This design comes from an exercise in tuning for small area, a short achievable clock period and few clock cycles on the open sky130 flow, not from production work. Only simulation tests tie the RTL to the original design; equivalence was not proved. No activity file was given, so power comes from the tool's default toggle rates.

===== flow/config.mk =====
export PLATFORM = sky130hd
export DESIGN_NAME = array_insert_delete_search_top
export DESIGN_NICKNAME = array_insert_delete_search_top
export VERILOG_FILES = /design/flow/design.v
export SDC_FILE = /design/flow/constraint.sdc
export NUM_CORES = 4
export LEC_CHECK = 0
export CAP_MARGIN = 20
export CORE_MARGIN = 2
export CORE_UTILIZATION = 40
export SLEW_MARGIN = 20

===== flow/constraint.sdc =====
create_clock -name core_clock -period 5.0 [get_ports {clock}]
set_input_delay 1.0000 -clock core_clock [delete_from_list [all_inputs] [get_ports {clock}]]
set_output_delay 1.0000 -clock core_clock [all_outputs]
set_load 0.01 [all_outputs]

===== flow/design.v =====
package aids_pkg;
   localparam int OP_W     = 3;
   localparam int POS_W    = 5;
   localparam int DATA_W   = 32;
   localparam int STAT_W   = 2;
   localparam int FOUND_W  = 4;
   localparam int COUNT_W  = 5;
   localparam logic [OP_W-1:0] OP_CLEAR  = 3'd0;
   localparam logic [OP_W-1:0] OP_INSERT = 3'd1;
   localparam logic [OP_W-1:0] OP_DELETE = 3'd2;
   localparam logic [OP_W-1:0] OP_SEARCH = 3'd3;
   localparam logic [OP_W-1:0] OP_READ   = 3'd4;
   localparam logic [STAT_W-1:0] ST_OK       = 2'd0;
   localparam logic [STAT_W-1:0] ST_FULL     = 2'd1;
   localparam logic [STAT_W-1:0] ST_BADPOS   = 2'd2;
   localparam logic [STAT_W-1:0] ST_NOTFOUND = 2'd3;
endpackage
import aids_pkg::*;
module aids_seq
(
   input  logic                      clock,
   input  logic                      reset,
   input  logic                      start,
   input  logic [OP_W-1:0]           req_opcode,
   input  logic [POS_W-1:0]          req_position,
   input  logic signed [DATA_W-1:0]  req_value,
   input  logic signed [DATA_W-1:0]  req_key,
   output logic                      busy,
   output logic                      cmd_valid,
   output logic [OP_W-1:0]           cmd_opcode,
   output logic [POS_W-1:0]          cmd_position,
   output logic signed [DATA_W-1:0]  cmd_value,
   output logic signed [DATA_W-1:0]  cmd_key
);
   always_ff @(posedge clock) begin
      if (reset) cmd_valid <= 1'b0;
      else       cmd_valid <= start;
      cmd_opcode   <= req_opcode;
      cmd_position <= req_position;
      cmd_value    <= req_value;
      cmd_key      <= req_key;
   end
   assign busy = 1'b0;
endmodule
import aids_pkg::*;
module aids_dpath
#(
   parameter int CAPACITY = 16
)(
   input  logic                      clock,
   input  logic                      reset,
   input  logic                      cmd_valid,
   input  logic [OP_W-1:0]           cmd_opcode,
   input  logic [POS_W-1:0]          cmd_position,
   input  logic signed [DATA_W-1:0]  cmd_value,
   input  logic signed [DATA_W-1:0]  cmd_key,
   output logic                      rsp_strobe,
   output logic [STAT_W-1:0]         rsp_status,
   output logic [FOUND_W-1:0]        rsp_found_index,
   output logic signed [DATA_W-1:0]  rsp_read_value,
   output logic [COUNT_W-1:0]        rsp_count
);
   localparam int CNT_W = $clog2(CAPACITY + 1);
   logic signed [DATA_W-1:0] mem [CAPACITY];
   logic [CNT_W-1:0]         cnt_ff, cnt_in;
   logic                     is_clr, is_ins, is_del, is_srch, is_rd;
   logic                     full, ins_bad, pos_bad;
   logic                     ins_go, del_go;
   logic [CAPACITY-1:0]      up, ld, dn;
   logic [CAPACITY-1:0]      hit;
   logic                     found;
   logic [FOUND_W-1:0]       hit_idx;
   logic signed [DATA_W-1:0] rd_sel;
   logic [STAT_W-1:0]        status;
   assign is_clr  = cmd_valid && cmd_opcode == OP_CLEAR;
   assign is_ins  = cmd_valid && cmd_opcode == OP_INSERT;
   assign is_del  = cmd_valid && cmd_opcode == OP_DELETE;
   assign is_srch = cmd_valid && cmd_opcode == OP_SEARCH;
   assign is_rd   = cmd_valid && cmd_opcode == OP_READ;
   assign full    = (cnt_ff >= CNT_W'(CAPACITY));
   assign ins_bad = (cmd_position > POS_W'(cnt_ff));
   assign pos_bad = (cmd_position >= POS_W'(cnt_ff));
   assign ins_go = is_ins && !full && !ins_bad;
   assign del_go = is_del && !pos_bad;
   always_comb begin
      for (int i = 0; i < CAPACITY; i++) begin
         up[i] = ins_go && (POS_W'(i) > cmd_position);
         ld[i] = ins_go && (POS_W'(i) == cmd_position);
         dn[i] = del_go && (POS_W'(i) >= cmd_position);
      end
   end
   always_ff @(posedge clock) begin
      for (int i = 0; i < CAPACITY; i++) begin
         if (ld[i])
            mem[i] <= cmd_value;
         else if (up[i])
            mem[i] <= mem[(i + CAPACITY - 1) % CAPACITY];
         else if (dn[i] && i + 1 < CAPACITY)
            mem[i] <= mem[(i + 1) % CAPACITY];
      end
   end
   always_comb begin
      for (int i = 0; i < CAPACITY; i++)
         hit[i] = (mem[i] == cmd_key) && (CNT_W'(i) < cnt_ff);
   end
   always_comb begin
      found   = 1'b0;
      hit_idx = '0;
      for (int i = CAPACITY - 1; i >= 0; i--) begin
         if (hit[i]) begin
            found   = 1'b1;
            hit_idx = FOUND_W'(i);
         end
      end
   end
   assign rd_sel = mem[cmd_position[FOUND_W-1:0]];
   always_comb begin
      cnt_in = cnt_ff;
      status = ST_OK;
      if (is_clr) cnt_in = '0;
      if (is_ins) begin
         if (full)         status = ST_FULL;
         else if (ins_bad) status = ST_BADPOS;
         else              cnt_in = cnt_ff + CNT_W'(1);
      end
      if (is_del) begin
         if (pos_bad) status = ST_BADPOS;
         else         cnt_in = cnt_ff - CNT_W'(1);
      end
      if (is_srch && !found) status = ST_NOTFOUND;
      if (is_rd && pos_bad)  status = ST_BADPOS;
   end
   always_ff @(posedge clock) begin
      if (reset) begin
         cnt_ff     <= '0;
         rsp_strobe <= 1'b0;
      end else begin
         cnt_ff     <= cnt_in;
         rsp_strobe <= cmd_valid;
      end
      rsp_status      <= status;
      rsp_found_index <= (is_srch && found) ? hit_idx : '0;
      rsp_read_value  <= (is_rd && !pos_bad) ? rd_sel : '0;
      rsp_count       <= cnt_in;
   end
endmodule
import aids_pkg::*;
module array_insert_delete_search_top
#(
   parameter int CAPACITY = 16
)(
   input  logic                      clock,
   input  logic                      reset,
   input  logic                      start,
   output logic                      busy,
   input  logic [OP_W-1:0]           req_opcode,
   input  logic [POS_W-1:0]          req_position,
   input  logic signed [DATA_W-1:0]  req_value,
   input  logic signed [DATA_W-1:0]  req_key,
   output logic                      rsp_strobe,
   output logic [STAT_W-1:0]         rsp_status,
   output logic [FOUND_W-1:0]        rsp_found_index,
   output logic signed [DATA_W-1:0]  rsp_read_value,
   output logic [COUNT_W-1:0]        rsp_count
);
   logic                     cmd_valid;
   logic [OP_W-1:0]          cmd_opcode;
   logic [POS_W-1:0]         cmd_position;
   logic signed [DATA_W-1:0] cmd_value;
   logic signed [DATA_W-1:0] cmd_key;
   aids_seq u_seq (
      .clock        (clock),
      .reset        (reset),
      .start        (start),
      .req_opcode   (req_opcode),
      .req_position (req_position),
      .req_value    (req_value),
      .req_key      (req_key),
      .busy         (busy),
      .cmd_valid    (cmd_valid),
      .cmd_opcode   (cmd_opcode),
      .cmd_position (cmd_position),
      .cmd_value    (cmd_value),
      .cmd_key      (cmd_key)
   );
   aids_dpath #(
      .CAPACITY (CAPACITY)
   ) u_dpath (
      .clock           (clock),
      .reset           (reset),
      .cmd_valid       (cmd_valid),
      .cmd_opcode      (cmd_opcode),
      .cmd_position    (cmd_position),
      .cmd_value       (cmd_value),
      .cmd_key         (cmd_key),
      .rsp_strobe      (rsp_strobe),
      .rsp_status      (rsp_status),
      .rsp_found_index (rsp_found_index),
      .rsp_read_value  (rsp_read_value),
      .rsp_count       (rsp_count)
   );
endmodule

===== flow/run.sh =====
#!/bin/bash
# synth_recipe.tcl (not shown) runs the flow's synth.tcl, then flattens the netlist and writes it again
# the make line also repeats each setting of config.mk as NAME=value (left out here)
make -C /OpenROAD-flow-scripts/flow DESIGN_CONFIG=/design/flow/config.mk WORK_HOME=/design/flow/orfs CLKGATE_MAP_FILE= SYNTH_SCRIPT=/design/flow/synth_recipe.tcl finish

==> summary.md <==
| Metric | Value |
|---|---|
| Sum of negative setup slack | 0 ps |
| Post-Synth XOR/XNOR Area | between 10% and 20% |
| Initial antenna violation count | 34 |
| Initial Utilization | between 40% and 50% |
| Syn avg cell area | roughly 10 µm² |
| Core box area | ~0.093 mm² |
| Number of global-route vias before repair | ~31000 |
| Area fraction of the dominant cell type after synthesis | between 40% and 50% |
| Min-delay src | u_seq.cmd_valid |
| CP arrival | approximately 5000 ps |
| Die outline width | between 300 and 400 µm |
| Number of I/O port buffers | roughly 120 |
| Post-synthesis adder-cell area fraction | less than 1% |
| Min Tclk post-route | approximately 4500 ps |
| GP Congestion | approximately 1.1 |
| # resized after CTS | 0 |
| Clock sink total | 634 |
| Post-synth cell types | 64 |
| I/O pin cnt | 120 |
| Dpl hpwl | approximately 160 mm |
| Post-synthesis compound-gate area fraction | between 10% and 20% |
| Leakage | between 15 and 20 nW |
| Final WS setup | approximately 540 ps |
| Worst Skew | about 36 ps |
| EDFF count, synth | ~500 |
| Tightest Pin Transition | approximately 1300 ps |
| Filler cell count | 8803 |
| Hold path endpoint | u_dpath.rsp_strobe |
| Iter 0 DRT Violations | 7001 |
| Cts hold-fix bufs | 0 |
| Post-synthesis cell count | 3720 |
| Placed cells | slightly below 5000 |
| Final setup fails | 0 |
| Hold path cells | 1 |
| Htree depth | 3 |
| Largest net degree at the start of global routing | 65 |
| GRT Resource Usage Total | between 40% and 50% |
| Area leader, netlist | edfxtp_1 |
| Biggest fanout along the worst timing path | 16 |
| Setup WS pre-CTS | between 700 and 800 ps |
| Cts bufs inserted | 76 |
| Fin. max-slew vios | 0 |
| Antenna Nets Post-Route | 0 |
| Worst r2r src | u_seq.cmd_key[14] |
| Startpoint Class | flop |
| First-pass GRT wire length | around 300 mm |
| WL final | around 230 mm |
| Number of setup buffers added after CTS | 0 |
| Slew HR | about an eighth |
| First-pass iteration count of the detailed router | 8 |
| Die height | 310 µm |
| Drt wl/cell | 44.9 µm |
| Worst VDD drop | approximately 240 µV |
| Crit path required time | approximately 5500 ps |
| Mapped Nets | 3803 |
| FP Rows | between 100 and 150 |
| Register area share after synthesis | a little under half |
| Gr ovfl total | 0 |
| Post-synthesis register bit count | between 600 and 700 |
| RSZ-0062 raised after global routing | no |
| Clock root buffer master | clkbuf_16 |
| Synth Area in Simple Gates | 12.5% |
| Reg2Reg Depth | 9 |
| FF-to-FF End | u_dpath.rsp_status[0] |
| R2R setup slack | between 500 and 600 ps |
| TritonCTS clock tree | done |
| Critical path type | reg -> reg |
| FFs w/ async S/R, synth | 0% |
| Pwr dens | 302 mW/mm² |
| FF/Latch Area | 0.0178 mm² |
| Worst Setup End Kind | flop |
| Via count | between 30000 and 40000 |
| Via/cell ratio | 6.87 |
| Area of the multi-input gates | around 0.018 mm² |
| Worst-path clk slew | about 60 ps |
| Synth cell count leaders | edfxtp_1 (512), nor2_1 (418), a21oi_1 (334) |
| Syn-to-layout area delta | 15.1% |
| Final hold vios | 0 |
| CP startpoint | u_seq.cmd_key[14] |
| Hold_ws | about 560 ps |
| Finished Layout Cells | approximately 5100 |
| Status | complete, no violations |
| Yosys warns | 3 |
| Mapped Area | approximately 0.037 mm² |
| Max cap viols | 0 |
| Worst-Skew Late Latency | 680 ps |
| Area contributors post-synth | edfxtp_1 (41%), xor2_1 (7.6%), mux2i_1 (6.9%) |
| Die ar. | about 0.096 mm² |
| Share of cells above drive strength 1 | approximately 11% |
| Nets | 3841 |
| Post-synthesis mux area share | 8.78% |
| Top-count cell post-synth | edfxtp_1 |
| Fmax | around 0.22 GHz |
| Clock buffer depth | 3 |
| Hold Path Class | reg -> reg |
| Largest family of logic cells by synthesized area | compound AO/OA/AOI/OAI gates |
| Final worst-path cycle share | approximately nine tenths |
| Post-synth top flop | edfxtp_1 |
| Residual DRC | 0 |
## cell usage in the layout, fill, tap and decap left out, drive strengths merged, types with 5 or more instances in the layout
cell type | netlist | routed
a21o | 5 | 5
nor2 | 420 | 420
clkbuf | 199 | 100
nor3 | 24 | 24
nor2b | 10 | 10
bufinv | 0 | 9
xnor2 | 188 | 188
nand3 | 72 | 72
xor2 | 324 | 324
nand2 | 328 | 328
a22o | 44 | 44
clkdlybuf4s50 | 0 | 118
or2 | 6 | 6
nor4 | 90 | 90
nand2b | 5 | 5
inv | 14 | 17
ha | 8 | 8
clkinv | 1 | 24
nand4 | 77 | 77
mux2i | 256 | 256
a221oi | 46 | 46
edfxtp | 512 | 512
a21oi | 334 | 334
o22ai | 96 | 96
buf | 122 | 163
dfxtp | 122 | 122
a22oi | 194 | 194
a31oi | 66 | 66
o21ai | 50 | 50
diode | 0 | 5
mux2 | 64 | 64
## per-layer routing
metal	track usage [%]	wire length, µm	up-vias
li1	-	-	13800
met3	18.1	33000	872
met2	67.9	93600	3369
met1	58.4	82600	16800
met4	29.8	18600	46
met5	0.354	334	-
## final cells by class
cell class                 instances  area share, %
sequential                       634           41.4
clock inverter                    38           1.01
antenna                            5         0.0291
timing repair buffer             281           6.08
inverter                          15          0.137
clock buffer                     100           5.11
multi-input combinational       2750           42.6
tap                             1254           3.65
## registers in the layout, indices dropped and copies added, names as in the netlist
signal                   flops
u_seq.cmd_position           5
u_dpath.cnt_ff               5
u_dpath.rsp_read_value      32
u_dpath.rsp_status           2
u_seq.cmd_key               32
u_seq.cmd_valid              1
u_dpath.rsp_count            5
u_dpath.rsp_strobe           1
u_seq.cmd_opcode             3
u_seq.cmd_value             32
u_dpath.rsp_found_index      4
u_dpath.mem                512
## kinds of logic after synthesis
group           Yosys count
simple gates           1053
compound gates          856
flops                   634
xor+xnor                512
buf+inv                 336
mux                     320
fa+ha+maj                 8
other cells               1
## stage by stage
| stage | power, mW | util [%] | instance area, µm² |
|---|---|---|---|
| floorplan | 6.35 | - | 37400 |
| global placement | 6.96 | 43.5 | 40400 |
| detailed placement | 6.96 | 43.5 | 40400 |
| CTS | 12.9 | 46.3 | 43000 |
| global route | 13.2 | 46.3 | 43000 |
| finish | 13.0 | 46.3 | 43000 |
## how the worst max path moves through the flow
stage / endpoint / slack (ps) / cells past startpoint
2_1_floorplan: u_dpath.mem[1][0] / 60 / 9
6_report: u_dpath.rsp_status[0] / 540 / 9
4_1_cts: u_dpath.rsp_status[0] / 710 / 9
3_3_place_gp: u_dpath.rsp_status[1] / 660 / 9
5_1_grt: u_dpath.rsp_status[0] / 560 / 9
3_5_place_dp: u_dpath.rsp_status[0] / 730 / 9
## where the power goes
| part | switching [mW] | internal, mW |
|---|---|---|
| clock | 2.51 | 3.56 |
| sequential | 0.175 | 5.68 |
| combinational | 0.759 | 0.312 |
## critical path, cell delays in order (launching register included)
cell and delay [ps]:
dfxtp_1 1000, xor2_1 310, nor4_1 670, buf_4 260, nand4_1 540, or4_4 760, nand4_2 130, and4b_1 250
and2_1 170, a31o_2 220
Testbench counts, summed over its fixed seeds: cycles 4,016.

## what the ideal ports hide
The results above use ideal ports. As a check the final layout listed here was re-extracted and re-timed, cells and wires unchanged. Step 1 sets driving cells, clkbuf_16 on the clock port and buf_2 on the other inputs (assumed; they add their load-dependent delay and slew). Step 2 times the ports against the registers' clock, not the clock port: input delays grow and output delays shrink by t, the midpoint of the rising clock arrivals with the driver on. Three values: ideal, step 1, step 2; two values: the first two.
t, ns: 0.739
slack for setup (ns): 0.538 / 0.538 / 0.538
hold WS [ns]: 0.564 / 0.564 / 0.564
worst setup path after step 2: register to register
latest minus earliest clock arrival (ns): 0.036 / 0.036
After both steps setup and hold are still met in this run. For this run, drivers alone change the setup slack by 0.000 ns; drivers and shift together by 0.000 ns.
